Source: an optimization exercise on an open RTL-to-GDS flow (aim: small area). Production flows keep margins and buffers that such runs may drop.
In this exercise RTL edits were held to simulation tests only and were not proved equivalent to the original.
Power and IR drop assume default switching activity.

[flow/config.mk]
export PLATFORM = sky130hd
export DESIGN_NAME = rx_adc_conditioner
export DESIGN_NICKNAME = rx_adc_conditioner
export VERILOG_FILES = /design/flow/design.v
export SDC_FILE = /design/flow/constraint.sdc
export NUM_CORES = 4
export LEC_CHECK = 0
export ABC_AREA = 1
export CAP_MARGIN = 20
export CORE_MARGIN = 2
export CORE_UTILIZATION = 45
export CTS_BUF_LIST = sky130_fd_sc_hd__clkbuf_16
export CTS_CLUSTER_DIAMETER = 60
export CTS_CLUSTER_SIZE = 30
export SLEW_MARGIN = 20
[flow/constraint.sdc]
create_clock -name core_clock -period 5.5 [get_ports {clock}]
set_input_delay 1.1000 -clock core_clock [delete_from_list [all_inputs] [get_ports {clock}]]
set_output_delay 1.1000 -clock core_clock [all_outputs]
set_load 0.01 [all_outputs]
[flow/design.v]
package rx_adc_conditioner_pkg;
    localparam int ADDR_W = 7;
    localparam int DATA_W = 32;
    localparam int ADC_W  = 12;
    localparam int SMP_W  = 16;
    localparam int NCH    = 4;
    localparam int DEF_ADDR_DC_OFFSET_CL_EN = 39;
    localparam int DEF_ADDR_ADC_OFFSET_0    = 10;
    localparam int DEF_ADDR_ADC_OFFSET_1    = 11;
    localparam int DEF_ADDR_ADC_OFFSET_2    = 12;
    localparam int DEF_ADDR_ADC_OFFSET_3    = 13;
    localparam int DEF_ADDR_RX_MUX          = 38;
    localparam int MUX_W           = 20;
    localparam int MUX_NUMCHAN_LSB = 0;
    localparam int MUX_NUMCHAN_W   = 3;
    localparam int MUX_REAL_BIT    = 3;
    localparam int MUX_DDC_LSB     = 4;
    localparam int MUX_DDC_W       = 4;
    function automatic logic [MUX_DDC_W-1:0] ddc_sel(
        input logic [MUX_W-1:0] mux,
        input int               n
    );
        ddc_sel = mux[MUX_DDC_LSB + MUX_DDC_W*n +: MUX_DDC_W];
    endfunction
endpackage
import rx_adc_conditioner_pkg::*;
module rx_setting_reg
#(
    parameter int ADDR  = 0,
    parameter int WIDTH = 32,
    parameter int LSB   = 0
) (
    input  logic              clock,
    input  logic              reset,
    input  logic [ADDR_W-1:0] serial_addr,
    input  logic [DATA_W-1:0] serial_data,
    input  logic              serial_strobe,
    output logic [WIDTH-1:0]  value
);
    logic hit;
    assign hit = serial_strobe && (serial_addr == ADDR_W'(ADDR));
    always_ff @(posedge clock) begin
        if (reset) begin
            value <= '0;
        end else if (hit) begin
            value <= serial_data[LSB +: WIDTH];
        end
    end
endmodule
import rx_adc_conditioner_pkg::*;
module rx_dc_corrector
(
    input  logic             clock,
    input  logic             reset,
    input  logic             en,
    input  logic             load,
    input  logic [SMP_W-1:0] preload,
    input  logic [ADC_W-1:0] adc,
    output logic [SMP_W-1:0] corr
);
    logic [15:0] lo, hm;
    logic        up, dn;
    logic        hs;
    logic [15:0] x;
    logic        rnd;
    assign x = {adc[ADC_W-1], adc, 3'b000};
    assign rnd = hs & (|lo);
    logic [3:0]  l0, l1;
    logic [1:0]  e0;
    assign e0 = up ? 2'd1 : dn ? 2'd3 : 2'd2;      
    assign l0 = {1'b0, ~hm[2:0]} + {2'b00, e0};
    assign l1 = {1'b0, ~hm[2:0]} + {2'b00, e0} - 4'd1;
    logic [3:0]  lsel;
    assign lsel = rnd ? l1 : l0;
    logic        t16;
    logic [12:0] corr_hi;
    rx_rca #(.W(13)) u_a1 (.a(x[15:3]), .b(~hm[15:3]), .cin(lsel[3]), .s(corr_hi), .cout(t16));
    assign corr = {corr_hi, lsel[2:0]};
    logic [15:0] cg, lo_n;
    logic        k16;
    assign cg = corr & {16{en}};
    rx_rca #(.W(16)) u_a2 (.a(lo), .b(cg), .cin(1'b0), .s(lo_n), .cout(k16));
    logic [16:0] ci, bi;
    logic [15:0] hm_n;
    assign ci[0] = 1'b1;
    assign bi[0] = 1'b1;
    for (genvar i = 0; i < 16; i++) begin : g_id
        assign ci[i+1] = &hm[i:0];
        assign bi[i+1] = ~|hm[i:0];
        assign hm_n[i] = hm[i] ^ ((up & ci[i]) | (dn & bi[i]));
    end
    logic up_n, dn_n, hs_n;
    assign up_n = k16 & ~cg[15];
    assign dn_n = cg[15] & ~k16;
    logic hs_p, hs_z, hs_m;
    assign hs_p = hm_n[15];                            
    assign hs_z = hm_n[15] ^ (~|hm_n[14:0]);           
    assign hs_m = hm_n[15] ^ (~|hm_n[14:1]);           
    assign hs_n = up_n ? hs_p : dn_n ? hs_m : hs_z;
    logic set;
    assign set = load | reset;
    always_ff @(posedge clock) begin
        if (set) begin
            lo <= '0;
            hm <= preload;
            up <= 1'b1;
            dn <= 1'b0;
            hs <= preload[15];
        end else begin
            lo <= lo_n;
            hm <= hm_n;
            up <= up_n;
            dn <= dn_n;
            hs <= hs_n;
        end
    end
endmodule
module rx_add
#(
    parameter int W = 16
) (
    input  logic [W-1:0] a,
    input  logic [W-1:0] b,
    input  logic         cin,
    output logic [W-1:0] s,
    output logic         cout
);
    logic [W-1:0] p, g;
    logic [W:0]   c;
    assign p = a ^ b;
    assign g = a & b;
    assign c[0] = cin;
    for (genvar i = 0; i < W; i += 2) begin : g_c
        if (i + 1 < W) begin : g_two
            assign c[i+1] = g[i] | (p[i] & c[i]);
            assign c[i+2] = g[i+1] | (p[i+1] & g[i]) | (p[i+1] & p[i] & c[i]);
        end else begin : g_one
            assign c[i+1] = g[i] | (p[i] & c[i]);
        end
    end
    assign s = p ^ c[W-1:0];
    assign cout = c[W];
endmodule
module rx_rca
#(
    parameter int W = 16
) (
    input  logic [W-1:0] a,
    input  logic [W-1:0] b,
    input  logic         cin,
    output logic [W-1:0] s,
    output logic         cout
);
    logic [W-1:0] p, d;
    logic [W:0]   c;
    assign p = a ^ b;
    assign c[0] = cin;
    assign d[0] = cin;
    for (genvar i = 0; i < W; i++) begin : g_c
        assign c[i+1] = p[i] ? c[i] : a[i];
        if (i > 0) begin : g_d
            assign d[i] = ~(p[i-1] ? ~c[i-1] : ~a[i-1]);
        end
    end
    assign s = p ^ d;
    assign cout = c[W];
endmodule
import rx_adc_conditioner_pkg::*;
module rx_level_meter
(
    input  logic             clock,
    input  logic             clear,
    input  logic [ADC_W-1:0] adc,
    output logic [31:0]      rssi
);
    logic [20:0] level;
    logic [25:0] over;
    logic [10:0] mag;
    logic        flag;
    assign mag  = adc[ADC_W-1] ? ~adc[10:0] : adc[10:0];
    assign flag = &mag;
    assign rssi = {over[25:10], 5'd0, level[20:10]};
    logic [10:0] la, lb, lc, ls, lk;
    logic [10:0] lsum;
    assign la = level[10:0];
    assign lb = mag;
    assign lc = ~level[20:10];
    assign ls = la ^ lb ^ lc;
    assign lk = (la & lb) | (la & lc) | (lb & lc);
    logic [11:0] lx, ly;
    assign lx = {1'b0, ls};
    assign ly = {lk, 1'b0};
    logic lt11, lt12, lup, ldn;
    rx_rca #(.W(12)) u_la (.a(lx), .b(ly), .cin(1'b1), .s({lt11, lsum}), .cout(lt12));
    assign lup = lt12;                
    assign ldn = ~lt12 & ~lt11;       
    logic [9:0] lh, lh_n;
    logic [10:0] lci, lbi;
    assign lh = level[20:11];
    assign lci[0] = 1'b1;
    assign lbi[0] = 1'b1;
    for (genvar i = 0; i < 10; i++) begin : g_lid
        assign lci[i+1] = &lh[i:0];
        assign lbi[i+1] = ~|lh[i:0];
        assign lh_n[i] = lh[i] ^ ((lup & lci[i]) | (ldn & lbi[i]));
    end
    logic [15:0] osum;
    logic        ok16;
    rx_rca #(.W(16)) u_oa (.a(over[15:0]), .b(~over[25:10]), .cin(~flag), .s(osum), .cout(ok16));
    logic oup, odn;
    assign oup = ok16 & flag;
    assign odn = ~ok16 & ~flag;
    logic [9:0] oh, oh_n;
    logic [10:0] oci, obi;
    assign oh = over[25:16];
    assign oci[0] = 1'b1;
    assign obi[0] = 1'b1;
    for (genvar i = 0; i < 10; i++) begin : g_oid
        assign oci[i+1] = &oh[i:0];
        assign obi[i+1] = ~|oh[i:0];
        assign oh_n[i] = oh[i] ^ ((oup & oci[i]) | (odn & obi[i]));
    end
    always_ff @(posedge clock) begin
        if (clear) begin
            level <= '0;
            over  <= '0;
        end else begin
            level <= {lh_n, lsum};
            over  <= {oh_n, osum};
        end
    end
endmodule
import rx_adc_conditioner_pkg::*;
module rx_adc_conditioner
#(
    parameter int ADDR_DC_OFFSET_CL_EN = DEF_ADDR_DC_OFFSET_CL_EN,
    parameter int ADDR_ADC_OFFSET_0    = DEF_ADDR_ADC_OFFSET_0,
    parameter int ADDR_ADC_OFFSET_1    = DEF_ADDR_ADC_OFFSET_1,
    parameter int ADDR_ADC_OFFSET_2    = DEF_ADDR_ADC_OFFSET_2,
    parameter int ADDR_ADC_OFFSET_3    = DEF_ADDR_ADC_OFFSET_3,
    parameter int ADDR_RX_MUX          = DEF_ADDR_RX_MUX
) (
    input  logic              clock,
    input  logic              reset,
    input  logic              enable,
    input  logic [ADDR_W-1:0] serial_addr,
    input  logic [DATA_W-1:0] serial_data,
    input  logic              serial_strobe,
    input  logic [ADC_W-1:0]  rx_a_a,
    input  logic [ADC_W-1:0]  rx_b_a,
    input  logic [ADC_W-1:0]  rx_a_b,
    input  logic [ADC_W-1:0]  rx_b_b,
    output logic [31:0]       rssi_0,
    output logic [31:0]       rssi_1,
    output logic [31:0]       rssi_2,
    output logic [31:0]       rssi_3,
    output logic [SMP_W-1:0]  ddc0_in_i,
    output logic [SMP_W-1:0]  ddc0_in_q,
    output logic [SMP_W-1:0]  ddc1_in_i,
    output logic [SMP_W-1:0]  ddc1_in_q,
    output logic [SMP_W-1:0]  ddc2_in_i,
    output logic [SMP_W-1:0]  ddc2_in_q,
    output logic [SMP_W-1:0]  ddc3_in_i,
    output logic [SMP_W-1:0]  ddc3_in_q,
    output logic [3:0]        rx_numchan
);
    localparam int MQ_LSB = MUX_REAL_BIT;
    localparam int MQ_W   = MUX_W - MUX_REAL_BIT;
    logic [MUX_NUMCHAN_W-1:0]  numchan;
    logic [NCH-1:0]            dco_en;
    logic [NCH-1:0][ADC_W-1:0] adc;
    logic [NCH-1:0][SMP_W-1:0] corr;
    logic [NCH-1:0][SMP_W-1:0] corr_q;
    logic [NCH-1:0][31:0]      rssi;
    logic [MUX_W-1:0]          bus_q;
    logic                      mux_wr;
    logic [MQ_W-1:0]           mux_q;
    logic [NCH-1:0]            load;
    logic                      meter_clear;
    logic                      post_reset;
    assign meter_clear = reset || !enable || post_reset;
    rx_setting_reg #(.ADDR(ADDR_RX_MUX), .WIDTH(MUX_NUMCHAN_W), .LSB(MUX_NUMCHAN_LSB)) u_mux (
        .clock, .reset, .serial_addr, .serial_data, .serial_strobe,
        .value(numchan)
    );
    rx_setting_reg #(.ADDR(ADDR_DC_OFFSET_CL_EN), .WIDTH(NCH)) u_dco (
        .clock, .reset, .serial_addr, .serial_data, .serial_strobe,
        .value(dco_en)
    );
    always_ff @(posedge clock) begin
        bus_q <= serial_data[MUX_W-1:0];
    end
    always_ff @(posedge clock) begin
        if (reset) begin
            mux_wr <= 1'b0;
            load   <= '0;
        end else begin
            mux_wr  <= serial_strobe && (serial_addr == ADDR_W'(ADDR_RX_MUX));
            load[0] <= serial_strobe && (serial_addr == ADDR_W'(ADDR_ADC_OFFSET_0));
            load[1] <= serial_strobe && (serial_addr == ADDR_W'(ADDR_ADC_OFFSET_1));
            load[2] <= serial_strobe && (serial_addr == ADDR_W'(ADDR_ADC_OFFSET_2));
            load[3] <= serial_strobe && (serial_addr == ADDR_W'(ADDR_ADC_OFFSET_3));
        end
    end
    always_ff @(posedge clock) begin
        if (reset) begin
            mux_q <= '0;
        end else if (mux_wr) begin
            mux_q <= bus_q[MQ_LSB +: MQ_W];
        end
    end
    always_ff @(posedge clock) begin
        post_reset <= reset;
        adc[0] <= rx_a_a;
        adc[1] <= rx_b_a;
        adc[2] <= rx_a_b;
        adc[3] <= rx_b_b;
    end
    logic [SMP_W-1:0] preload;
    assign preload = reset ? '0 : bus_q[SMP_W-1:0];
    for (genvar n = 0; n < NCH; n++) begin : g_ch
        rx_dc_corrector u_dc (
            .clock, .reset, .en(dco_en[n]), .load(load[n]),
            .preload(preload), .adc(adc[n]), .corr(corr[n])
        );
        rx_level_meter u_lvl (
            .clock, .clear(meter_clear), .adc(adc[n]), .rssi(rssi[n])
        );
    end
    logic out_zero;
    always_ff @(posedge clock) begin
        corr_q   <= corr;
        out_zero <= reset || post_reset;
    end
    logic [NCH-1:0][SMP_W-1:0] ddc_i;
    logic [NCH-1:0][SMP_W-1:0] ddc_q;
    for (genvar d = 0; d < NCH; d++) begin : g_ddc
        logic [MUX_DDC_W-1:0] sel;
        logic [NCH-1:0]       oh_i, oh_q;
        assign sel = mux_q[MUX_DDC_LSB - MQ_LSB + MUX_DDC_W*d +: MUX_DDC_W];
        for (genvar k = 0; k < NCH; k++) begin : g_k
            assign oh_i[k] = !out_zero && (sel[1:0] == k);
            assign oh_q[k] = !out_zero && !mux_q[0] && (sel[3:2] == k);
        end
        always_comb begin
            ddc_i[d] = '0;
            ddc_q[d] = '0;
            for (int k = 0; k < NCH; k++) begin
                ddc_i[d] = ddc_i[d] | (corr_q[k] & {SMP_W{oh_i[k]}});
                ddc_q[d] = ddc_q[d] | (corr_q[k] & {SMP_W{oh_q[k]}});
            end
        end
    end
    assign ddc0_in_i = ddc_i[0];
    assign ddc0_in_q = ddc_q[0];
    assign ddc1_in_i = ddc_i[1];
    assign ddc1_in_q = ddc_q[1];
    assign ddc2_in_i = ddc_i[2];
    assign ddc2_in_q = ddc_q[2];
    assign ddc3_in_i = ddc_i[3];
    assign ddc3_in_q = ddc_q[3];
    assign rssi_0 = rssi[0];
    assign rssi_1 = rssi[1];
    assign rssi_2 = rssi[2];
    assign rssi_3 = rssi[3];
    assign rx_numchan = {numchan, 1'b0};
endmodule
[flow/flow/run.sh]
#!/bin/bash
# The standard layout (standard.sh) with two changes:
#  1. Synthesis runs the standard flow's own script, synth_recipe.tcl, except that Yosys's
#     extract_fa is skipped and the final ABC mapping uses flow/area.abc
#     (area mapping under a 3.0 ns delay target) instead of ORFS's script.
#     Registers, their names and cell types are those of the standard synthesis.
#  2. Every port is buffered with the smallest buffer, sky130_fd_sc_hd__buf_1.
# Each tool's full output stays in orfs/logs; make's output goes to flow.log.
set -euo pipefail
W=$PWD
cat > "$W/own_synth.tcl" <<EOS
yosys -import
proc extract_fa {args} { puts "extract_fa skipped: ABC maps the adders" }
proc abc {args} {
  set i [lsearch -exact \$args -script]
  if { \$i >= 0 } {
    set args [lreplace \$args [expr {\$i + 1}] [expr {\$i + 1}] $W/flow/area.abc]
  }
  puts "abc \$args"
  yosys abc {*}\$args
}
source $W/synth_recipe.tcl
EOS
sed "s#SYNTH_SCRIPT=[^ ]*#SYNTH_SCRIPT=$W/own_synth.tcl#" standard.sh > own_standard.sh
grep -q "SYNTH_SCRIPT=$W/own_synth.tcl" own_standard.sh
export BUFFER_PORTS_ARGS="-buffer_cell sky130_fd_sc_hd__buf_1"
bash own_standard.sh > flow.log 2>&1
[flow/flow/area.abc]
strash
dc2
dch
map -D 3000
buffer
upsize -D 3000
dnsize -D 3000
stime -p
[flow/standard.sh]
#!/bin/bash
# synth_recipe.tcl (not shown) runs the flow's synth.tcl, then flattens the netlist and writes it again
# the make line also repeats each setting of config.mk as NAME=value (left out here)
make -C /OpenROAD-flow-scripts/flow DESIGN_CONFIG=/design/flow/config.mk WORK_HOME=/design/flow/orfs CLKGATE_MAP_FILE= SYNTH_SCRIPT=/design/flow/synth_recipe.tcl "${@:-finish}"
==> results.cfg, run 1 <==
[synthesis]
synth_flop_cell = dfxtp_1
async_reset_ff_share_pct = 0
synth.distinct_cells = 79
synthMuxAreaShare_pct = 0
ys_seq_elements = 491
synth_top_family_by_area = simple AND/OR/NAND/NOR gates
synth-seq-area-share_pct = 33.2
yosys_warnings = 5
synth_compound_area_share_pct = 23.3
synthXorXnorAreaFrac_pct = 5.10
synthAdderAreaFrac_pct = 0
synth_edf_count = 0
avgSynthCellArea_sq_um = 6.83
syn-cell-area_sq_um = 29600
yosys.area_share.simple_pct = 26.6
synthCells = 4336

[timing]
setup_viol = 0
relSlewSlack_pct = 27.1
fmax_ghz = 0.205
rsz0062_at_grt = false
drv_slew = 0
holdWs_ns = 0.450
finalCriticalPeriod_ns = 4.87
totalNegativeSetupSlack_ns = 0
fin_skew_ns = 0.0321
period_share_pct = 88.6
hold_viol = 0
worst_slew_pin_slew_ns = 1.09

[floorplanning]
dieArea_sq_um = 67900
core-area_sq_um = 65500
die_h_um = 261
die_x_um = 261
pin_count = 351
num_rows = 94
start_util_pct = 45.2

[grt]
grt_pass1_wl_um = 145000
antenna_found_initial = 5
grt_overflow = 0
grt_max_degree = 58
grtUsageTotal_pct = 26.9
grt_pass1_vias = 26900

[job]
cap_violations = 0

[finish]
syn_to_final_growth_pct = 11.1
multiInputGateArea_sq_um = 16400
regArea_sq_um = 9830
drive_above_1_share_pct = 7.04
nFillCells = 6705
final_nets = 4667
utilization_pct = 50.3

[worst_setup_path]
crit_path_end_kind = flop
cp.arrival_ns = 5.38
cp_max_fo = 13
start_kind = flop
critPathKind = reg -> reg
critPathTopFamily = simple AND/OR/NAND/NOR gates
crit_buf_inv = 1
critPathRequiredTime_ns = 6.01
crit_top_cell = nand3_1
critical-path-max-stage-delay_ns = 0.37
cp_slowest_cell = dfxtp_1

[drt]
met1_length_um = 41000
dr_wl_met3_um = 8100
dr.max_layer_used = met5
firstDrtPassIters = 8
drtIter0Drc = 2789
vias = 29500
drt-vias-per-instance = 5.38
ant_nets = 0
wl_um = 93600
drc = 0
wl_met2_um = 40100
wl_per_cell_um = 17.1

[worst_hold_path]
hp-class = reg -> reg

[place]
place.gp.congestion = 0.974
dpl.hpwl_um = 70200
portBuffers = 317

[cts]
cts_tree = done
clkSinkCount = 491
clk_latency_ns = 0.63
clk_pin_slew_ns = 0.09
cts_hold_buf = 0
clock_path_buffers = 3
root_buffer = clkbuf_16
cts_buffers = 48
htreeDepth = 2

[status]
status = no timing/DRC/antenna violations

[power_and_ir_drop]
ir_drop_mv = 0.554
total_power_w = 0.0134
leakagePower_nw = 13.8
power_density_nw_per_um2 = 406
[tightest hold or removal path: stages (launching register included)]
cell and delay [ns]:
dfxtp_1 0.31, inv_1 0.05, a21oi_1 0.05
[sequential cells by signal (all words and copies together), names as in the netlist]
register          cells
out_zero              1
mux_q                17
load                  4
corr_q               64
adc                  48
g_ch.u_dc.up          4
g_ch.u_lvl.level     84
g_ch.u_lvl.over     104
g_ch.u_dc.hs          4
u_mux.value           3
g_ch.u_dc.hm         64
g_ch.u_dc.lo         64
g_ch.u_dc.dn          4
bus_q                20
post_reset            1
mux_wr                1
u_dco.value           4
[placed cells by master (no fill, tap or decap), drive strengths merged, types with 21 or more instances in the layout]
master,count
nand2,735
inv,655
nor2,503
dfxtp,491
buf,354
o21ai,321
a21oi,307
nand3,218
a22oi,138
xor2,123
o22ai,75
nor3,69
or2,68
and2,59
nand4,53
clkbuf,49
xnor2,47
o221ai,43
a21o,29
nor4,27
a221o,26
o21bai,23
conb,21
[what timing repair did]
| action | in CTS | in global routing |
|---|---|---|
| endpoints found under the setup margin | 0 | 3 |
| gates resized for setup | 0 | 2 |
| setup buffers | 0 | 0 |
[cell type report]
cell class | count | share of cell area, %
Timing Repair Buffer | 354 | 4.50
Multi-Input combinational cell | 3052 | 49.9
Clock buffer | 49 | 3.72
Inverter | 629 | 7.17
Clock inverter | 41 | 1.58
Sequential cell | 491 | 29.9
Tap cell | 864 | 3.28
Antenna cell | 2 | 0.0152
[where the power goes]
part | internal (W) | switching (W)
clock | 0.00180 | 0.00184
combinational | 0.00190 | 0.00340
sequential | 0.00391 | 0.000500
[path summary, 6_finish.rpt]
kind	to	from	slack [ns]	cells past startpoint
hold / removal	mux_q[13]	bus_q[16]	0.45	2
setup / recovery	g_ch[0].u_lvl.over[25]	adc[11]	0.63	31
setup reg to reg	g_ch[0].u_lvl.over[25]	adc[11]	0.63	31
hold reg to reg	mux_q[13]	bus_q[16]	0.45	2
[synth_stat cells, drive strengths merged (5+ instances only)]
library cell,count,area [sq um]
a211oi,8,65.1
a21boi,19,169
a21o,29,220
a21oi,307,1570
a221o,26,260
a221oi,14,123
a22oi,138,1040
a311oi,13,114
a31o,20,175
a31oi,20,155
and2,59,387
and3,8,58.8
buf,100,789
clkbuf,81,324
dfxtp,491,9830
inv,626,2350
nand2,735,2770
nand3,218,1170
nand3b,13,105
nand4,53,380
nor2,503,1890
nor2b,5,31.3
nor3,69,357
nor3b,6,45.0
nor4,27,221
o211ai,14,115
o21a,17,130
o21ai,321,1670
o21bai,23,191
o221ai,43,377
o22ai,75,469
or2,68,425
xnor2,47,412
xor2,123,1100
[cells by family (layout without fill, tap and decap cells)]
kind of cell	count (synthesis)	in the layout
AO/OA/AOI/OAI	1094	1094
XOR/XNOR	170	170
buffers and inverters	813	1073
other	1	23
AND/OR/NAND/NOR	1767	1767
flip-flops	491	491
[stage by stage]
step | std cells | setup slack (ns) | area, sq um
after floorplan | 4356 | 1.66 | 29700
after global placement | 5389 | 0.746 | 31100
after detailed placement | 5390 | 0.684 | 31200
after CTS | 5480 | 0.652 | 32900
after global routing | 5481 | 0.0129 | 32900
final | 5482 | 0.629 | 32900
[layer usage]
| layer | vias up | track usage [%] |
|---|---|---|
| li1 | 14900 | - |
| met2 | 1104 | 41.7 |
| met5 | - | 0.570 |
| met1 | 13100 | 35.8 |
| met3 | 312 | 6.28 |
| met4 | 8 | 11.3 |
==> run 2: changes to the inputs <==
--- a/flow/flow/run.sh
+++ b/flow/flow/run.sh
@@ -3,5 +3,5 @@
 #  1. Synthesis runs the standard flow's own script, synth_recipe.tcl, except that Yosys's
 #     extract_fa is skipped and the final ABC mapping uses flow/area.abc
-#     (area mapping under a 3.0 ns delay target) instead of ORFS's script.
+#     (area mapping under a 3.4 ns delay target) instead of ORFS's script.
 #     Registers, their names and cell types are those of the standard synthesis.
 #  2. Every port is buffered with the smallest buffer, sky130_fd_sc_hd__buf_1.
==> flow/flow/area.abc (replaced) <==
strash
dc2
dch
map -D 3400
strash
dc2
dch
map -D 3400
buffer
upsize -D 3400
dnsize -D 3400
stime -p
==> results.cfg, run 2 <==
[cts]
cts_tree = done
clkSinkCount = 491
clk_pin_slew_ns = 0.09
root_buffer = clkbuf_16
cts_hold_buf = 0
clk_latency_ns = 0.60
htreeDepth = 2
clock_path_buffers = 3
cts_buffers = 44

[timing]
worst_slack_ns = 0.490
worst_slew_pin_slew_ns = 1.05
period_share_pct = 91.1
fmax_ghz = 0.200
finalCriticalPeriod_ns = 5.01
holdWs_ns = 0.434
fin_skew_ns = 0.0317
setup_viol = 0
drv_slew = 0
relSlewSlack_pct = 30.0
hold_viol = 0

[worst_setup_path]
crit_top_cell = nor2_1
critPathKind = reg -> reg
cp_slowest_cell = nor4_1
critical-path-max-stage-delay_ns = 0.36
r2r_end = g_ch[1].u_dc.hs
critPathRequiredTime_ns = 5.98
crit_path_end_kind = flop
start_kind = flop
cp_max_fo = 6
reg2reg_slack_ns = 0.49
regToRegStartpoint = g_ch[1].u_dc.lo[4]
cp.arrival_ns = 5.49
rr_worst_depth = 29

[drt]
drtIter0Drc = 2552
firstDrtPassIters = 6
wl_per_cell_um = 17.3
drc = 0
wl_um = 92000
vias = 28100
ant_nets = 0
drt-vias-per-instance = 5.29

[power_and_ir_drop]
pwr-share-clk_pct = 27.0
ir_drop_mv = 0.310
seq_power_share_pct = 34.9
combPwrFrac_pct = 38.0
swShare_pct = 41.5
switchingPower_w = 0.00519
leakagePower_nw = 13.1
power_density_nw_per_um2 = 388
internal_power_w = 0.00731

[synthesis]
synth_flop_cell = dfxtp_1
avgSynthCellArea_sq_um = 6.91
async_reset_ff_share_pct = 0
synth_edf_count = 0
syn-cell-area_sq_um = 28800
ys_seq_elements = 491
synth_common_cells = nand2_1 (652), inv_1 (628), dfxtp_1 (491), nor2_1 (435), o21ai_0 (358)
synth-seq-area-share_pct = 34.1
synth_top_area_share_pct = 34.1
synth.distinct_cells = 71
yosys_warnings = 5
synth_area_leaders = dfxtp_1 (34%), nand2_1 (8.5%), inv_1 (8.2%)
synth_area_leader_cell = dfxtp_1
yosys.cell_count.top_type = nand2_1
synthCells = 4169

[grt]
grtUsageTotal_pct = 26.8
antenna_found_initial = 6
grt_overflow = 0
grt_pass1_wl_um = 141000
grt_pass1_vias = 25500
grt_max_degree = 84

[place]
dpl.hpwl_um = 69500
place.gp.congestion = 0.986
portBuffers = 317
post-place-ws_ns = 0.357

[floorplanning]
dieArea_sq_um = 66100
num_rows = 92
start_util_pct = 45.6
pin_count = 351
die_x_um = 257
die_h_um = 257
core-area_sq_um = 63200

[finish]
reg_top3 = g_ch.u_lvl.over (104), g_ch.u_lvl.level (84)
largest_register_ffs = 104
top_register = g_ch.u_lvl.over
syn_to_final_growth_pct = 11.7
drive_above_1_share_pct = 7.00
final_cell_mix = nand2_1 (651), inv_1 (629), dfxtp_1 (490)
final_nets = 4517
final_common_cell = nand2_1

[status]
status = no timing/DRC/antenna violations

[worst_hold_path]
min_to = mux_q[14]
hp-class = reg -> reg
min_path_cells = 2
worstHoldStart = bus_q[17]

[job]
cap_violations = 0
[run 2: final cells by class]
cell class                 instances  area [sq um]
fill                            6420         31000
multi-input combinational       2885         15700
sequential                       491          9830
inverter                         633          2380
timing repair buffer             371          1610
clock buffer                      45          1130
tap                              846          1060
clock inverter                    35           464
antenna                            1          2.50
[run 2: worst max path at each step]
stage / from / end / slack (ns) / cells past startpoint
after global routing: g_ch[1].u_dc.up / g_ch[1].u_dc.hs / -0.01 / 30
after global placement: adc[47] / g_ch[3].u_lvl.over[25] / 0.39 / 31
after floorplan: adc[47] / g_ch[3].u_lvl.over[25] / 1.32 / 33
final: g_ch[1].u_dc.lo[4] / g_ch[1].u_dc.hs / 0.49 / 29
after CTS: adc[47] / g_ch[3].u_lvl.over[25] / 0.33 / 31
after detailed placement: adc[47] / g_ch[3].u_lvl.over[25] / 0.36 / 31
[run 2: layer usage]
metal | part of all wire [%] | track usage (%)
met5 | 0.014 | 0
met4 | 3.2 | 7.98
met3 | 7.7 | 5.95
met2 | 44 | 42.4
met1 | 45 | 36.4
[run 2: repair_timing]
item / CTS / global route
setup buffers: 0 / 4
setup endpoints to repair: 0 / 23
gates resized for setup: 0 / 27
[run 2: worst max-delay path: cells and delay by family, from the launching register on]
family | cells | cell delay [ns]
buf+inv | 1 | 0.06
xor+xnor | 2 | 0.54
flops | 1 | 0.35
compound gates | 8 | 1.68
simple gates | 18 | 2.25
[run 2: metrics by stage]
step,cells,total power (W),setup TNS [ns],utilization [%],area [sq um]
finish,5307,0.0125,0,50.9,32200
global route,5307,0.0135,-0.0105,50.9,32200
CTS,5302,0.0125,0,50.7,32000
detailed placement,5222,0.00913,0,48.1,30400
global placement,5222,0.00907,0,48.1,30400
floorplan,4189,0.00822,0,-,28900
[run 2: cell families after synthesis]
logic type,synth area share (%)
and+or+nand+nor,22.4
DFF,34.1
adders and majority gates,0.0347
other,0.0130
AOI/OAI and AO/OA,23.9
xor gates and xnor gates,7.44
buffers and inverters,12.1
[run 2: power by group through the flow]
stage | clock network, W | registers, W | logic, W
2_1_floorplan | 0 | 0.00425 | 0.00397
3_3_place_gp | 0 | 0.00443 | 0.00464
4_1_cts | 0.00347 | 0.00435 | 0.00473
5_1_grt | 0.00360 | 0.00441 | 0.00546
3_5_place_dp | 0 | 0.00443 | 0.00471
6_report | 0.00338 | 0.00436 | 0.00475
==> run 3: changes to the inputs <==
==> flow/flow/area.abc (replaced) <==
strash
dc2
dch
map -D 3400
buffer
upsize -D 3400
dnsize -D 3400
stime -p
==> results.cfg, run 3 <==
[drt]
ant_nets = 0
drt-vias-per-instance = 5.22
firstDrtPassIters = 9
dr.max_layer_used = met5
wl_per_cell_um = 16.6
wl_met2_um = 39000
wl_um = 89500
vias = 28200
drtIter0Drc = 2472
drc = 0
dr_wl_met3_um = 6550
met1_length_um = 40100

[finish]
drive_above_1_share_pct = 6.62
final_common_cell = nand2_1
utilization_pct = 51.1
final_nets = 4600
final_cell_mix = nand2_1 (695), inv_1 (640), nor2_1 (520)
reg_top3 = g_ch.u_lvl.over (104), g_ch.u_lvl.level (84)
top_register = g_ch.u_lvl.over
largest_register_ffs = 104
syn_to_final_growth_pct = 13.0

[timing]
period_share_pct = 89.1
finalCriticalPeriod_ns = 4.90
worst_slack_ns = 0.601
setup_viol = 0
totalNegativeSetupSlack_ns = 0
hold_viol = 0
fmax_ghz = 0.204
relSlewSlack_pct = 29.6
drv_slew = 0
worst_slew_pin_slew_ns = 1.05
fin_skew_ns = 0.0514

[floorplanning]
core-area_sq_um = 64100
die_x_um = 258
num_rows = 93
pin_count = 351
die_h_um = 258
dieArea_sq_um = 66500
start_util_pct = 45.2

[place]
portBuffers = 317
dpl.hpwl_um = 67300
place.gp.congestion = 1.00
post-place-ws_ns = 0.445

[cts]
clk_pin_slew_ns = 0.09
clock_path_buffers = 3
clkSinkCount = 491
cts_tree = done
cts_hold_buf = 0
cts_buffers = 48
clk_latency_ns = 0.63
htreeDepth = 2
root_buffer = clkbuf_16

[worst_setup_path]
crit_path_end_kind = flop
critPathKind = reg -> reg
cp_slowest_cell = dfxtp_1
cp.arrival_ns = 5.36
critPathRequiredTime_ns = 5.96
cp_max_fo = 5
crit_top_cell = nor2_1
reg2reg_slack_ns = 0.60
start_kind = flop
critical-path-max-stage-delay_ns = 0.34

[synthesis]
async_reset_ff_share_pct = 0
syn-cell-area_sq_um = 29000
synth-seq-area-share_pct = 33.9
synth_edf_count = 0
synth.distinct_cells = 71
synthCells = 4253
synth_area_leaders = dfxtp_1 (34%), nand2_1 (9.0%), inv_1 (8.2%)
synth_flop_cell = dfxtp_1
avgSynthCellArea_sq_um = 6.82
ys_seq_elements = 491
yosys_warnings = 5
synth_top_area_share_pct = 33.9
yosys.cell_count.top_type = nand2_1
synth_common_cells = nand2_1 (695), inv_1 (636), nor2_1 (524), dfxtp_1 (491), o21ai_0 (325)
synth_area_leader_cell = dfxtp_1

[grt]
grt_pass1_wl_um = 140000
antenna_found_initial = 7
grt_overflow = 0
grt_pass1_vias = 25300
grt_max_degree = 53
grtUsageTotal_pct = 26.2

[worst_hold_path]
hp-class = reg -> reg

[power_and_ir_drop]
ir_drop_mv = 0.554
combPwrFrac_pct = 37.4
internal_power_w = 0.00765
pwr-share-clk_pct = 28.7
seq_power_share_pct = 33.9
leakagePower_nw = 13.5
switchingPower_w = 0.00534
power_density_nw_per_um2 = 396
swShare_pct = 41.1

[job]
cap_violations = 0

[status]
status = no timing/DRC/antenna violations
-- run 3: stage by stage --
| step | hold slack (ns) | power (W) | cell area, sq um | instances |
|---|---|---|---|---|
| floorplan | 0.400 | 0.00825 | 29100 | 4273 |
| global placement | 0.433 | 0.00920 | 30700 | 5311 |
| detailed placement | 0.434 | 0.00925 | 30700 | 5311 |
| CTS | 0.447 | 0.0130 | 32500 | 5401 |
| global route | 0.463 | 0.0140 | 32800 | 5405 |
| finish | 0.442 | 0.0130 | 32800 | 5408 |
-- run 3: metal layers --
metal  up-vias  global-route usage, %
li1      14500                      -
met1     12500                   34.5
met5         -                      0
met2       939                   41.4
met3       239                   5.87
met4        10                   10.9
-- run 3: logic make-up after synthesis --
kind of cell | synth area share (%)
buf+inv | 12.0
compound gates | 23.1
flops | 33.9
other cells | 0.0129
simple gates | 23.8
xor+xnor | 7.25
-- run 3: path summary, 6_finish.rpt --
check | from | endpoint | depth (start not counted)
min | bus_q[16] | mux_q[13] | 2
max | g_ch[2].u_dc.lo[5] | g_ch[2].u_dc.hs | 29
min reg2reg | bus_q[16] | mux_q[13] | 2
max reg2reg | g_ch[2].u_dc.lo[5] | g_ch[2].u_dc.hs | 29
-- run 3: power by group through the flow --
stage               Clock, W  Sequential (W)  Combinational [W]
finish               0.00372         0.00440            0.00486
global route         0.00395         0.00445            0.00560
CTS                  0.00383         0.00439            0.00481
detailed placement         0         0.00447            0.00478
global placement           0         0.00447            0.00473
floorplan                  0         0.00429            0.00395
-- run 3: area by class of cell --
class	instances	area, sq um
inverters	640	2410
diodes	4	10.0
clock inverters	41	606
well taps	855	1070
clock buffers	49	1230
multi-input cells	2961	16000
fillers	6505	31400
flip-flops and latches	491	9840
repair buffers	367	1580
-- run 3: what timing repair did --
item | in CTS | in global routing
buffers inserted | 0 | 3
hold endpoints to repair | 0 | 0
gates resized for setup | 0 | 47
endpoints found under the setup margin | 0 | 30
-- run 3: critical path, delay by kind of cell (launching register included) --
kind,cells,cell delay [ns]
xor+xnor,1,0.23
flops,1,0.34
simple gates,14,1.83
compound gates,14,2.37
==> run 4: changes to the inputs <==
--- a/flow/flow/run.sh
+++ b/flow/flow/run.sh
@@ -3,5 +3,5 @@
 #  1. Synthesis runs the standard flow's own script, synth_recipe.tcl, except that Yosys's
 #     extract_fa is skipped and the final ABC mapping uses flow/area.abc
-#     (area mapping under a 3.4 ns delay target) instead of ORFS's script.
+#     (area mapping under a 3.7 ns delay target) instead of ORFS's script.
 #     Registers, their names and cell types are those of the standard synthesis.
 #  2. Every port is buffered with the smallest buffer, sky130_fd_sc_hd__buf_1.
==> flow/flow/area.abc (replaced) <==
strash
dc2
dch
map -D 3700
strash
dc2
dch
map -D 3700
buffer
upsize -D 3700
dnsize -D 3700
stime -p
==> results.cfg, run 4 <==
[timing]
hold_viol = 0
setup_viol = 0
fin_skew_ns = 0.0237
worst_slew_pin_slew_ns = 1.13
totalNegativeSetupSlack_ns = 0
finalCriticalPeriod_ns = 4.94
relSlewSlack_pct = 24.5
holdWs_ns = 0.440
drv_slew = 0
fmax_ghz = 0.202
period_share_pct = 89.8

[worst_hold_path]
hp-class = reg -> reg
min_path_cells = 2
worstHoldStart = bus_q[17]
min_to = mux_q[14]

[finish]
final_nets = 4470
drive_above_1_share_pct = 8.72
stdcell_count = 5263
top_register = g_ch.u_lvl.over
final_common_cell = nand2_1
syn_to_final_growth_pct = 12.2
final_area_sq_um = 32400
reg_top3 = g_ch.u_lvl.over (104), g_ch.u_lvl.level (84)
final_cell_mix = nand2_1 (582), inv_1 (578), dfxtp_1 (488)
largest_register_ffs = 104

[worst_setup_path]
crit_top_cell = nand2_1
cp_max_fo = 5
cp_slowest_cell = dfxtp_1
rr_worst_depth = 32
cp.arrival_ns = 5.48
r2r_end = g_ch[0].u_dc.hs
crit_buf_inv = 0
critical-path-max-stage-delay_ns = 0.35
reg2reg_slack_ns = 0.56
critPathKind = reg -> reg
crit_path_end_kind = flop
start_kind = flop
critPathTopFamily = simple AND/OR/NAND/NOR gates
critPathRequiredTime_ns = 6.04
cp_num_cells = 32
regToRegStartpoint = g_ch[0].u_dc.lo[5]

[synthesis]
synth.distinct_cells = 75
synth_top_area_share_pct = 34.1
syn-cell-area_sq_um = 28900
synth_common_cells = nand2_1 (582), inv_1 (580), dfxtp_1 (491), nor2_1 (452), a21oi_1 (333)
yosys_warnings = 5
synth-seq-area-share_pct = 34.1
async_reset_ff_share_pct = 0
synth_flop_cell = dfxtp_1
ys_seq_elements = 491
synth_area_leader_cell = dfxtp_1
synth_area_leaders = dfxtp_1 (34%), nand2_1 (7.6%), inv_1 (7.5%)
avgSynthCellArea_sq_um = 6.98
yosys.cell_count.top_type = nand2_1
synthCells = 4131
synth_edf_count = 0

[drt]
ant_nets = 0
drc = 0
firstDrtPassIters = 9
drtIter0Drc = 2522
drt-vias-per-instance = 5.32
wl_um = 90700
wl_per_cell_um = 17.2
vias = 28000

[place]
portBuffers = 317
dpl_cell_area_sq_um = 30400
dpl.cell_count = 5178
dpl.hpwl_um = 68700
place.gp.congestion = 1.02

[floorplanning]
start_util_pct = 45.7
dieArea_sq_um = 66200
num_rows = 92
pin_count = 351
die_x_um = 257
core-area_sq_um = 63200
die_h_um = 257

[cts]
clock_path_buffers = 3
htreeDepth = 2
clk_latency_ns = 0.61
root_buffer = clkbuf_16
cts_buffers = 45
clk_pin_slew_ns = 0.11
cts_hold_buf = 0
clkSinkCount = 491
cts_setup_buffers = 0
cts_tree = done

[power_and_ir_drop]
total_power_w = 0.0127
ir_drop_mv = 0.375
leakagePower_nw = 12.9
power_density_nw_per_um2 = 392

[grt]
grt_max_degree = 104
antenna_found_initial = 3
grt_pass1_wl_um = 139000
grt_overflow = 0
grtUsageTotal_pct = 26.4
grt_pass1_vias = 25000

[job]
cap_violations = 0

[status]
status = no timing/DRC/antenna violations
[run 4: cell types whose count changed in the layout (fill, tap and decap cells not counted), moves of 26 or more]
| cell | delta |
|---|---|
| inv_1 | -62 |
| nand2_1 | -113 |
| nor2_1 | -72 |
| o21ai_2 | +26 |
| o221ai_1 | +40 |
| xor2_1 | -31 |
[run 4: area by class of cell]
cell class                      count  area (sq um)
Clock buffer                       46          1150
Inverter                          588          2210
Antenna cell                        3          7.51
Multi-Input combinational cell   2895         16100
Tap cell                          846          1060
Clock inverter                     36           457
Fill cell                        6400         30800
Timing Repair Buffer              358          1510
Sequential cell                   491          9840
[run 4: cell families after synthesis]
logic type,after synthesis,synth area share (%)
other,1,0.0130
AO/OA/AOI/OAI,1174,25.1
XOR/XNOR,217,6.69
flip-flops,491,34.1
buffers and inverters,765,11.4
AND/OR/NAND/NOR,1483,22.8
[run 4: worst max path at each step]
| stage | from | endpoint | slack, ns |
|---|---|---|---|
| 6_report | g_ch[0].u_dc.lo[5] | g_ch[0].u_dc.hs | 0.56 |
| 5_1_grt | adc[11] | g_ch[0].u_lvl.over[25] | -0.02 |
| 4_1_cts | adc[23] | g_ch[1].u_lvl.over[25] | 0.16 |
| 3_5_place_dp | adc[23] | g_ch[1].u_lvl.over[25] | 0.19 |
| 3_3_place_gp | adc[23] | g_ch[1].u_lvl.over[25] | 0.28 |
| 2_1_floorplan | adc[35] | g_ch[2].u_lvl.over[24] | 1.30 |
[run 4: worst min-delay path, delay by kind of cell (launching register included)]
kind	cells	cell delay (ns)
compound gates	1	0.05
buf+inv	1	0.04
flops	1	0.31
[run 4: metrics by stage]
| stage | setup WS (ns) | util [%] |
|---|---|---|
| 3_3_place_gp | 0.281 | 48.1 |
| 4_1_cts | 0.161 | 50.7 |
| 3_5_place_dp | 0.191 | 48.1 |
| 6_report | 0.558 | 51.2 |
| 2_1_floorplan | 1.30 | - |
| 5_1_grt | -0.0225 | 51.2 |
[run 4: report_power, final]
part | switching [W] | internal, W | total [W]
clock | 0.00170 | 0.00169 | 0.00340
combinational | 0.00318 | 0.00171 | 0.00490
sequential | 0.000489 | 0.00390 | 0.00439
[run 4: what timing repair did]
action | 4_1_cts | 5_1_grt
hold endpoints to repair | 0 | 0
gates resized for setup | 0 | 62
endpoints found under the setup margin | 0 | 31
[run 4: routing by layer]
metal,wire (um),global-route usage (%)
met5,13,0
met4,4360,12.5
met3,5830,3.67
met2,39300,41.1
met1,41200,35.9
==> run 5: changes to the inputs <==
--- a/flow/design.v
+++ b/flow/design.v
@@ -116,30 +116,4 @@
     end
 endmodule
-module rx_add
-#(
-    parameter int W = 16
-) (
-    input  logic [W-1:0] a,
-    input  logic [W-1:0] b,
-    input  logic         cin,
-    output logic [W-1:0] s,
-    output logic         cout
-);
-    logic [W-1:0] p, g;
-    logic [W:0]   c;
-    assign p = a ^ b;
-    assign g = a & b;
-    assign c[0] = cin;
-    for (genvar i = 0; i < W; i += 2) begin : g_c
-        if (i + 1 < W) begin : g_two
-            assign c[i+1] = g[i] | (p[i] & c[i]);
-            assign c[i+2] = g[i+1] | (p[i+1] & g[i]) | (p[i+1] & p[i] & c[i]);
-        end else begin : g_one
-            assign c[i+1] = g[i] | (p[i] & c[i]);
-        end
-    end
-    assign s = p ^ c[W-1:0];
-    assign cout = c[W];
-endmodule
 module rx_rca
 #(
@@ -343,12 +317,8 @@
             assign oh_q[k] = !out_zero && !mux_q[0] && (sel[3:2] == k);
         end
-        always_comb begin
-            ddc_i[d] = '0;
-            ddc_q[d] = '0;
-            for (int k = 0; k < NCH; k++) begin
-                ddc_i[d] = ddc_i[d] | (corr_q[k] & {SMP_W{oh_i[k]}});
-                ddc_q[d] = ddc_q[d] | (corr_q[k] & {SMP_W{oh_q[k]}});
-            end
-        end
+        assign ddc_i[d] = (corr_q[0] & {SMP_W{oh_i[0]}}) | (corr_q[1] & {SMP_W{oh_i[1]}})
+                        | (corr_q[2] & {SMP_W{oh_i[2]}}) | (corr_q[3] & {SMP_W{oh_i[3]}});
+        assign ddc_q[d] = (corr_q[0] & {SMP_W{oh_q[0]}}) | (corr_q[1] & {SMP_W{oh_q[1]}})
+                        | (corr_q[2] & {SMP_W{oh_q[2]}}) | (corr_q[3] & {SMP_W{oh_q[3]}});
     end
     assign ddc0_in_i = ddc_i[0];
--- a/flow/flow/run.sh
+++ b/flow/flow/run.sh
@@ -3,5 +3,5 @@
 #  1. Synthesis runs the standard flow's own script, synth_recipe.tcl, except that Yosys's
 #     extract_fa is skipped and the final ABC mapping uses flow/area.abc
-#     (area mapping under a 3.7 ns delay target) instead of ORFS's script.
+#     (area mapping under a 3.4 ns delay target) instead of ORFS's script.
 #     Registers, their names and cell types are those of the standard synthesis.
 #  2. Every port is buffered with the smallest buffer, sky130_fd_sc_hd__buf_1.
==> flow/flow/area.abc (replaced) <==
strash
dc2
dch
map -D 3400
strash
dc2
dch
map -D 3400
buffer
upsize -D 3400
dnsize -D 3400
stime -p
==> results.cfg, run 5 <==
[status]
status = no timing/DRC/antenna violations

[grt]
antenna_found_initial = 3
grt_pass1_wl_um = 140000
grt_max_degree = 85
grt_pass1_vias = 25400
grt_overflow = 0
grtUsageTotal_pct = 26.6

[finish]
final_cell_mix = nand2_1 (690), inv_1 (577), dfxtp_1 (490)
final_common_cell = nand2_1
drive_above_1_share_pct = 7.87
utilization_pct = 50.9
largest_register_ffs = 104
final_nets = 4477
top_register = g_ch.u_lvl.over
reg_top3 = g_ch.u_lvl.over (104), g_ch.u_lvl.level (84)
syn_to_final_growth_pct = 11.6

[power_and_ir_drop]
power_density_nw_per_um2 = 402
ir_drop_mv = 0.327
leakagePower_nw = 13.1

[synthesis]
avgSynthCellArea_sq_um = 7.00
synth.distinct_cells = 76
yosys_warnings = 5
synth_area_leader_cell = dfxtp_1
synth-seq-area-share_pct = 34.0
synth_edf_count = 0
synth_common_cells = nand2_1 (690), inv_1 (578), dfxtp_1 (491), nor2_1 (403), o21ai_0 (312)
ys_seq_elements = 491
synth_flop_cell = dfxtp_1
synthCells = 4127
synth_area_leaders = dfxtp_1 (34%), nand2_1 (9.0%), inv_1 (7.5%)
yosys.cell_count.top_type = nand2_1
async_reset_ff_share_pct = 0
syn-cell-area_sq_um = 28900
synth_top_area_share_pct = 34.0

[cts]
clock_path_buffers = 3
cts_tree = done
root_buffer = clkbuf_16
clkSinkCount = 491
cts_resized = 0
cts_setup_buffers = 0
clk_pin_slew_ns = 0.08
cts_buffers = 45
cts_hold_buf = 0
clk_latency_ns = 0.61
htreeDepth = 2

[worst_setup_path]
start_kind = flop
critPathRequiredTime_ns = 6.04
crit_path_end_kind = flop
cp.arrival_ns = 5.46
cp_max_fo = 10
cp_slowest_cell = nor4_1
crit_top_cell = nand2_1
critical-path-max-stage-delay_ns = 0.38
critPathKind = reg -> reg

[floorplanning]
pin_count = 351
num_rows = 92
start_util_pct = 45.6
dieArea_sq_um = 66200
die_h_um = 257
die_x_um = 257
core-area_sq_um = 63300

[drt]
vias = 27900
wl_um = 91400
drc = 0
drtIter0Drc = 2406
dr.max_layer_used = met5
wl_per_cell_um = 17.4
ant_nets = 0
met1_length_um = 40700
dr_wl_met3_um = 6440
firstDrtPassIters = 6
wl_met2_um = 41000
drt-vias-per-instance = 5.29

[job]
cap_violations = 0

[timing]
setup_viol = 0
worst_slew_pin_slew_ns = 1.15
rsz0062_at_grt = false
worst_slack_ns = 0.578
finalCriticalPeriod_ns = 4.92
fin_skew_ns = 0.0378
fmax_ghz = 0.203
drv_slew = 0
period_share_pct = 89.5
totalNegativeSetupSlack_ns = 0
relSlewSlack_pct = 23.1
holdWs_ns = 0.437
hold_viol = 0

[place]
place.gp.congestion = 1.00
portBuffers = 317
post-place-ws_ns = 0.412
dpl.hpwl_um = 69600

[worst_hold_path]
hp-class = reg -> reg
[run 5: worst paths after layout]
path | start | endpoint | slack [ns] | cells past startpoint
worst min-delay path | bus_q[19] | mux_q[16] | 0.44 | 2
worst max register to register | adc[47] | g_ch[3].u_lvl.over[25] | 0.58 | 33
worst max-delay path | adc[47] | g_ch[3].u_lvl.over[25] | 0.58 | 33
worst min register to register | bus_q[19] | mux_q[16] | 0.44 | 2
[run 5: cell type report]
cell class | instances | area (sq um)
Multi-Input combinational cell | 2898 | 15900
Fill cell | 6433 | 31100
Clock inverter | 37 | 520
Clock buffer | 46 | 1150
Sequential cell | 491 | 9830
Antenna cell | 1 | 2.50
Timing Repair Buffer | 362 | 1540
Tap cell | 846 | 1060
Inverter | 588 | 2210
[run 5: cells by family (layout without fill, tap and decap cells)]
logic type | Yosys count | after routing | share of synthesized area (%)
AO/OA/AOI/OAI | 1123 | 1123 | 24.0
XOR/XNOR | 243 | 243 | 7.58
adder cells (fa/ha/maj) | 1 | 1 | 0.0347
buffers and inverters | 758 | 1033 | 11.2
flip-flops | 491 | 491 | 34.0
multiplexers | 1 | 1 | 0.0390
other | 1 | 22 | 0.0130
AND/OR/NAND/NOR | 1509 | 1509 | 23.1
[run 5: through the flow]
step,power [W],cell area [sq um],std cells
finish,0.0129,32200,5269
global route,0.0139,32200,5269
CTS,0.0130,32200,5268
detailed placement,0.00949,30500,5185
global placement,0.00941,30500,5185
floorplan,0.00850,29000,4147
[run 5: metal layers]
metal  GRT usage [%]  vias up
li1                -    14200
met1            35.5    12500
met2            43.3      887
met3            4.94      206
met4            8.56        4
met5               0        -
[run 5: critical path, delay by kind of cell (launching register included)]
kind	cells	cell delay (ns)
AND/OR/NAND/NOR	19	2.40
AO/OA/AOI/OAI	12	1.53
XOR/XNOR	1	0.35
flip-flops	1	0.34
buffers and inverters	1	0.20
[run 5: where the power goes]
part | switching (W) | internal [W] | total (W)
clock | 0.00173 | 0.00176 | 0.00349
combinational | 0.00327 | 0.00178 | 0.00505
sequential | 0.000486 | 0.00391 | 0.00440
==> run 6: changes to the inputs <==
--- a/flow/design.v
+++ b/flow/design.v
@@ -81,12 +81,10 @@
     assign cg = corr & {16{en}};
     rx_rca #(.W(16)) u_a2 (.a(lo), .b(cg), .cin(1'b0), .s(lo_n), .cout(k16));
-    logic [16:0] ci, bi;
+    logic [16:0] m;
     logic [15:0] hm_n;
-    assign ci[0] = 1'b1;
-    assign bi[0] = 1'b1;
+    assign m[0] = up | dn;
     for (genvar i = 0; i < 16; i++) begin : g_id
-        assign ci[i+1] = &hm[i:0];
-        assign bi[i+1] = ~|hm[i:0];
-        assign hm_n[i] = hm[i] ^ ((up & ci[i]) | (dn & bi[i]));
+        assign m[i+1] = m[i] & (hm[i] ^ dn);
+        assign hm_n[i] = hm[i] ^ m[i];
     end
     logic up_n, dn_n, hs_n;
--- a/flow/flow/run.sh
+++ b/flow/flow/run.sh
@@ -1,4 +1,4 @@
 #!/bin/bash
-# The standard layout (standard.sh) with two changes:
+# The standard layout (standard.sh) with these changes:
 #  1. Synthesis runs the standard flow's own script, synth_recipe.tcl, except that Yosys's
 #     extract_fa is skipped and the final ABC mapping uses flow/area.abc
@@ -6,4 +6,6 @@
 #     Registers, their names and cell types are those of the standard synthesis.
 #  2. Every port is buffered with the smallest buffer, sky130_fd_sc_hd__buf_1.
+#  3. After global routing, ORFS's power recovery (RECOVER_POWER) downsizes
+#     gates on paths with positive slack.
 # Each tool's full output stays in orfs/logs; make's output goes to flow.log.
 set -euo pipefail
@@ -25,3 +27,4 @@
 grep -q "SYNTH_SCRIPT=$W/own_synth.tcl" own_standard.sh
 export BUFFER_PORTS_ARGS="-buffer_cell sky130_fd_sc_hd__buf_1"
+export RECOVER_POWER=100
 bash own_standard.sh > flow.log 2>&1
==> results.cfg, run 6 <==
[status]
status = complete, but fails checks
violations = capacitance limit, slew limit

[floorplanning]
num_rows = 92
core-area_sq_um = 63000
dieArea_sq_um = 65600
pin_count = 351
die_h_um = 256
die_x_um = 256
start_util_pct = 45.4

[timing]
period_share_pct = 90.1
worst_slew_pin_slew_ns = 1.81
setup_viol = 0
hold_viol = 0
holdWs_ns = 0.439
drv_slew = 49
fmax_ghz = 0.202
relSlewSlack_pct = -21.3
fin_skew_ns = 0.0428
finalCriticalPeriod_ns = 4.96

[cts]
root_buffer = clkbuf_16
clk_latency_ns = 0.62
clk_pin_slew_ns = 0.09
clock_path_buffers = 3
clkSinkCount = 491
htreeDepth = 2
cts_resized = 0
cts_setup_buffers = 0
cts_tree = done
cts_buffers = 42
cts_hold_buf = 0

[worst_setup_path]
crit_buf_inv = 0
critPathKind = reg -> reg
critPathRequiredTime_ns = 5.99
cp_max_fo = 6
critPathTopFamily = compound AO/OA/AOI/OAI gates
rr_worst_depth = 29
crit_path_end_kind = flop
cp_slowest_cell = nor4_1
critical-path-max-stage-delay_ns = 0.37
cp_num_cells = 29
start_kind = flop
cp.arrival_ns = 5.44

[finish]
drive_above_1_share_pct = 6.85
n_antenna_cell = 0
utilization_pct = 50.4
largest_register_ffs = 104
reg_top3 = g_ch.u_lvl.over (104), g_ch.u_lvl.level (84)
top_register = g_ch.u_lvl.over
regArea_sq_um = 9840
multiInputGateArea_sq_um = 16000
final_cell_mix = nand2_1 (751), dfxtp_1 (487), inv_1 (467)
final_nets = 4420
final_common_cell = nand2_1
nFillCells = 6415
syn_to_final_growth_pct = 11.0

[synthesis]
synth_area_leader_cell = dfxtp_1
synth.distinct_cells = 73
synth_top_area_share_pct = 34.4
synth_flop_cell = dfxtp_1
yosys.cell_count.top_type = nand2_1
synth_common_cells = nand2_1 (751), dfxtp_1 (491), inv_1 (467), nor2_1 (377), a21oi_1 (332)
synthCells = 4074
ys_seq_elements = 491
synth_edf_count = 0
synth_area_leaders = dfxtp_1 (34%), nand2_1 (9.9%), inv_1 (6.1%)
syn-cell-area_sq_um = 28600
avgSynthCellArea_sq_um = 7.02
synth-seq-area-share_pct = 34.4
async_reset_ff_share_pct = 0
yosys_warnings = 5

[worst_hold_path]
min_path_cells = 2
hp-class = reg -> reg

[drt]
wl_per_cell_um = 17.1
drt-vias-per-instance = 5.30
firstDrtPassIters = 7
wl_um = 88900
ant_nets = 0
drc = 0
drtIter0Drc = 2099
vias = 27600

[place]
portBuffers = 317
place.gp.congestion = 0.978
dpl.hpwl_um = 67800

[grt]
antenna_found_initial = 2
grt_pass1_vias = 24900
grt_pass1_wl_um = 138000
grt_overflow = 0
grtUsageTotal_pct = 26.2
grt_max_degree = 70

[power_and_ir_drop]
leakagePower_nw = 13.1
ir_drop_mv = 0.446
power_density_nw_per_um2 = 399

[job]
cap_violations = 2
[run 6: power breakdown]
| part | switching [W] | leakage, nW | internal [W] |
|---|---|---|---|
| logic | 0.00319 | 8.35 | 0.00171 |
| registers | 0.000517 | 4.02 | 0.00390 |
| clock network | 0.00161 | 0.730 | 0.00175 |
[run 6: final timing paths]
check	start	endpoint	slack, ns
worst max-delay path	g_ch[1].u_dc.lo[9]	g_ch[1].u_dc.hs	0.54
worst min-delay path	bus_q[17]	mux_q[14]	0.44
worst max register to register	g_ch[1].u_dc.lo[9]	g_ch[1].u_dc.hs	0.54
worst min register to register	bus_q[17]	mux_q[14]	0.44
[run 6: kinds of logic after synthesis]
logic type	after synthesis	share of synthesized area [%]
AO/OA/AOI/OAI	1068	22.8
XOR/XNOR	278	8.56
adder cells (fa/ha/maj)	1	0.0350
buffers and inverters	654	9.94
flip-flops	491	34.4
multiplexers	2	0.0787
other	1	0.0131
AND/OR/NAND/NOR	1579	24.2
[run 6: routing by layer]
| layer | vias up | part of all wire (%) | GRT usage (%) |
|---|---|---|---|
| met5 | - | 0.015 | 0 |
| met3 | 197 | 7.1 | 4.72 |
| met2 | 906 | 45 | 42.2 |
| li1 | 14100 | - | - |
| met1 | 12400 | 44 | 35.0 |
| met4 | 2 | 3.7 | 9.45 |
[run 6: worst register-to-register path, delay by kind of cell (launching register included)]
family	cells	cell delay (ns)
compound gates	11	2.28
xor+xnor	1	0.21
flops	1	0.34
simple gates	17	2.05
[run 6: cell type report]
cell class	instances	share of cell area, %
Clock buffer	43	3.39
Clock inverter	34	1.47
Inverter	478	5.65
Multi-Input combinational cell	2949	50.4
Sequential cell	491	31.0
Tap cell	846	3.33
Timing Repair Buffer	367	4.76
[run 6: metrics by stage]
stage                     setup WS (ns)  instance area [sq um]  TNS, ns  power, W  cells
after detailed placement          0.385                  30300        0   0.00940   5131
after floorplan                    1.41                  28700        0   0.00843   4094
after CTS                         0.334                  31800        0    0.0128   5208
after global routing            -0.0536                  31800  -0.0536    0.0137   5208
final                             0.542                  31800        0    0.0127   5208
after global placement            0.442                  30300        0   0.00934   5131
==> run 7: changes to the inputs <==
--- a/flow/flow/run.sh
+++ b/flow/flow/run.sh
@@ -6,7 +6,4 @@
 #     Registers, their names and cell types are those of the standard synthesis.
 #  2. Every port is buffered with the smallest buffer, sky130_fd_sc_hd__buf_1.
-#  3. After global routing, ORFS's power recovery (RECOVER_POWER) downsizes
-#     gates on paths with positive slack.
-# Each tool's full output stays in orfs/logs; make's output goes to flow.log.
 set -euo pipefail
 W=$PWD
@@ -27,4 +24,4 @@
 grep -q "SYNTH_SCRIPT=$W/own_synth.tcl" own_standard.sh
 export BUFFER_PORTS_ARGS="-buffer_cell sky130_fd_sc_hd__buf_1"
-export RECOVER_POWER=100
+export CTS_ARGS="-sink_clustering_enable -repair_clock_nets -sink_clustering_size 30 -sink_clustering_max_diameter 60 -buf_list sky130_fd_sc_hd__clkbuf_16 -dont_use_dummy_load"
 bash own_standard.sh > flow.log 2>&1
==> results.cfg, run 7 <==
[status]
status = no timing/DRC/antenna violations

[timing]
setup_viol = 0
fmax_ghz = 0.203
fin_skew_ns = 0.0795
finalCriticalPeriod_ns = 4.93
holdWs_ns = 0.412
period_share_pct = 89.6
worst_slew_pin_slew_ns = 1.00
drv_slew = 0
relSlewSlack_pct = 32.7
hold_viol = 0

[cts]
htreeDepth = 2
clock_path_buffers = 3
cts_resized = 0
cts_buffers = 42
clkSinkCount = 491
cts_hold_buf = 0
cts_tree = done
clk_pin_slew_ns = 0.09
cts_setup_buffers = 0
root_buffer = clkbuf_16
clk_latency_ns = 0.61

[floorplanning]
pin_count = 351
dieArea_sq_um = 65600
die_h_um = 256
num_rows = 92
start_util_pct = 45.4
die_x_um = 256
core-area_sq_um = 63000

[finish]
final_nets = 4420
final_cell_mix = nand2_1 (751), dfxtp_1 (487), inv_1 (466)
drive_above_1_share_pct = 6.77
top_register = g_ch.u_lvl.over
final_common_cell = nand2_1
largest_register_ffs = 104
syn_to_final_growth_pct = 9.63
n_antenna_cell = 0
reg_top3 = g_ch.u_lvl.over (104), g_ch.u_lvl.level (84)

[worst_setup_path]
r2r_end = g_ch[1].u_dc.hs
start_kind = flop
reg2reg_slack_ns = 0.57
worstSetupStartpoint = g_ch[1].u_dc.lo[9]
crit_path_end_kind = flop
critPathTopFamily = compound AO/OA/AOI/OAI gates
regToRegStartpoint = g_ch[1].u_dc.lo[9]
cp_slowest_cell = nor4_1
cp_max_fo = 6
cp_num_cells = 29
cp.arrival_ns = 5.39
crit_buf_inv = 0
rr_worst_depth = 29
critPathKind = reg -> reg
cp-endpoint = g_ch[1].u_dc.hs
critical-path-max-stage-delay_ns = 0.36
critPathRequiredTime_ns = 5.96

[place]
place.gp.congestion = 0.978
dpl.hpwl_um = 67800
portBuffers = 317

[power_and_ir_drop]
power_density_nw_per_um2 = 383
total_power_w = 0.0120
leakagePower_nw = 12.9
ir_drop_mv = 0.444

[grt]
grt_pass1_vias = 24900
antenna_found_initial = 2
grtUsageTotal_pct = 26.2
grt_max_degree = 70
grt_pass1_wl_um = 138000
grt_overflow = 0

[worst_hold_path]
hp-class = reg -> reg

[drt]
wl_met2_um = 40200
drt-vias-per-instance = 5.32
firstDrtPassIters = 7
wl_per_cell_um = 17.2
dr.max_layer_used = met5
met1_length_um = 39600
drtIter0Drc = 2209
drc = 0
dr_wl_met3_um = 6090
vias = 27500
wl_um = 88900
ant_nets = 0

[synthesis]
synth_area_leader_cell = dfxtp_1
synth_area_leaders = dfxtp_1 (34%), nand2_1 (9.9%), inv_1 (6.1%)
synth.distinct_cells = 73
synth_edf_count = 0
avgSynthCellArea_sq_um = 7.02
syn-cell-area_sq_um = 28600
synth_common_cells = nand2_1 (751), dfxtp_1 (491), inv_1 (467), nor2_1 (377), a21oi_1 (332)
synth_top_area_share_pct = 34.4
async_reset_ff_share_pct = 0
yosys_warnings = 5
yosys.cell_count.top_type = nand2_1
ys_seq_elements = 491
synthCells = 4074
synth-seq-area-share_pct = 34.4
synth_flop_cell = dfxtp_1

[job]
cap_violations = 0
[run 7: cell counts after synthesis]
Identical to the previous run, type by type.
[run 7: layer usage]
layer | vias to the layer above | GRT usage (%)
met5 | - | 0
met4 | 2 | 9.00
met3 | 178 | 4.89
met2 | 834 | 42.4
met1 | 12400 | 34.9
li1 | 14100 | -
[run 7: layout make-up]
type / instances / area (sq um)
tap: 846 / 1060
fill: 6456 / 31600
clock buffer: 42 / 1050
multi-input combinational: 2949 / 16100
timing repair buffer: 367 / 1570
inverter: 478 / 1800
sequential: 491 / 9840
[run 7: worst reg2reg max path: cells and delay by family, from the launching register on]
family | cells | cell delay [ns]
AOI/OAI and AO/OA | 11 | 2.29
and+or+nand+nor | 17 | 2.00
DFF | 1 | 0.34
xor gates and xnor gates | 1 | 0.21
[run 7: how the worst min path moves through the flow]
| stage | start | endpoint | slack [ns] | cells past startpoint |
|---|---|---|---|---|
| 2_1_floorplan | post_reset | out_zero | 0.40 | 2 |
| 3_3_place_gp | bus_q[18] | mux_q[15] | 0.42 | 2 |
| 3_5_place_dp | bus_q[18] | mux_q[15] | 0.43 | 2 |
| 4_1_cts | bus_q[3] | mux_q[0] | 0.39 | 2 |
| 5_1_grt | bus_q[3] | mux_q[0] | 0.42 | 2 |
| 6_report | bus_q[3] | mux_q[0] | 0.41 | 2 |
[run 7: where the power goes]
part | switching (W) | internal (W)
Sequential | 0.000516 | 0.00391
Combinational | 0.00322 | 0.00173
Clock | 0.00130 | 0.00134
[run 7: cell families after synthesis]
kind of cell    synth area share, %
fa+ha+maj                    0.0350
simple gates                   24.2
flops                          34.4
buf+inv                        9.94
mux                          0.0787
other cells                  0.0131
compound gates                 22.8
xor+xnor                       8.56
[run 7: per-stage QoR]
stage	utilization (%)	std cells	instance area [sq um]	setup TNS [ns]	setup slack (ns)
floorplan	-	4094	28700	0	1.41
global placement	48.1	5131	30300	0	0.442
detailed placement	48.1	5131	30300	0	0.385
CTS	49.8	5173	31300	0	0.327
global route	49.8	5173	31400	-0.0409	-0.0409
finish	49.8	5173	31400	0	0.573

==> separate check: timing with driven ports <==
Ports are ideal in the flow. The routed layouts listed here were re-timed in OpenROAD. Step 1 (the two cells are an assumption about what drives the block):
set clk [get_ports {clock}]
set_driving_cell -lib_cell sky130_fd_sc_hd__clkbuf_16 $clk
set_driving_cell -lib_cell sky130_fd_sc_hd__buf_2 [delete_from_list [all_inputs] $clk]
Step 2 adds t to the input delays and takes it off the output delays; t is the mean of the earliest and latest rising clock arrival at the registers after step 1. Input paths then give back, and output paths get back, about the clock's delay inside the block. Slacks: no drivers / after step 1 / after step 2; pairs: no drivers / after step 1.
run | t, ns | setup slack, ns | worst setup path after step 2 | slew at the worst register clock pin (ns) | pins driven straight from the clock port
run 1 | 0.678 | 0.629 / 0.629 / 0.629 | register to register | 0.10 / 0.10 | 1
run 2 | 0.651 | 0.490 / 0.490 / 0.490 | register to register | 0.10 / 0.10 | 1
run 3 | 0.666 | 0.601 / 0.601 / 0.601 | register to register | 0.10 / 0.10 | 1
run 4 | 0.665 | 0.558 / 0.558 / 0.558 | register to register | 0.11 / 0.11 | 1
run 5 | 0.652 | 0.578 / 0.578 / 0.578 | register to register | 0.10 / 0.10 | 1
run 6 | 0.665 | 0.542 / 0.542 / 0.481 | input to register | 0.09 / 0.09 | 1
run 7 | 0.625 | 0.573 / 0.573 / 0.573 | register to register | 0.09 / 0.09 | 1
For run 6, which loses most, drivers alone change the setup slack by 0.000 ns; drivers and shift together by -0.061 ns.
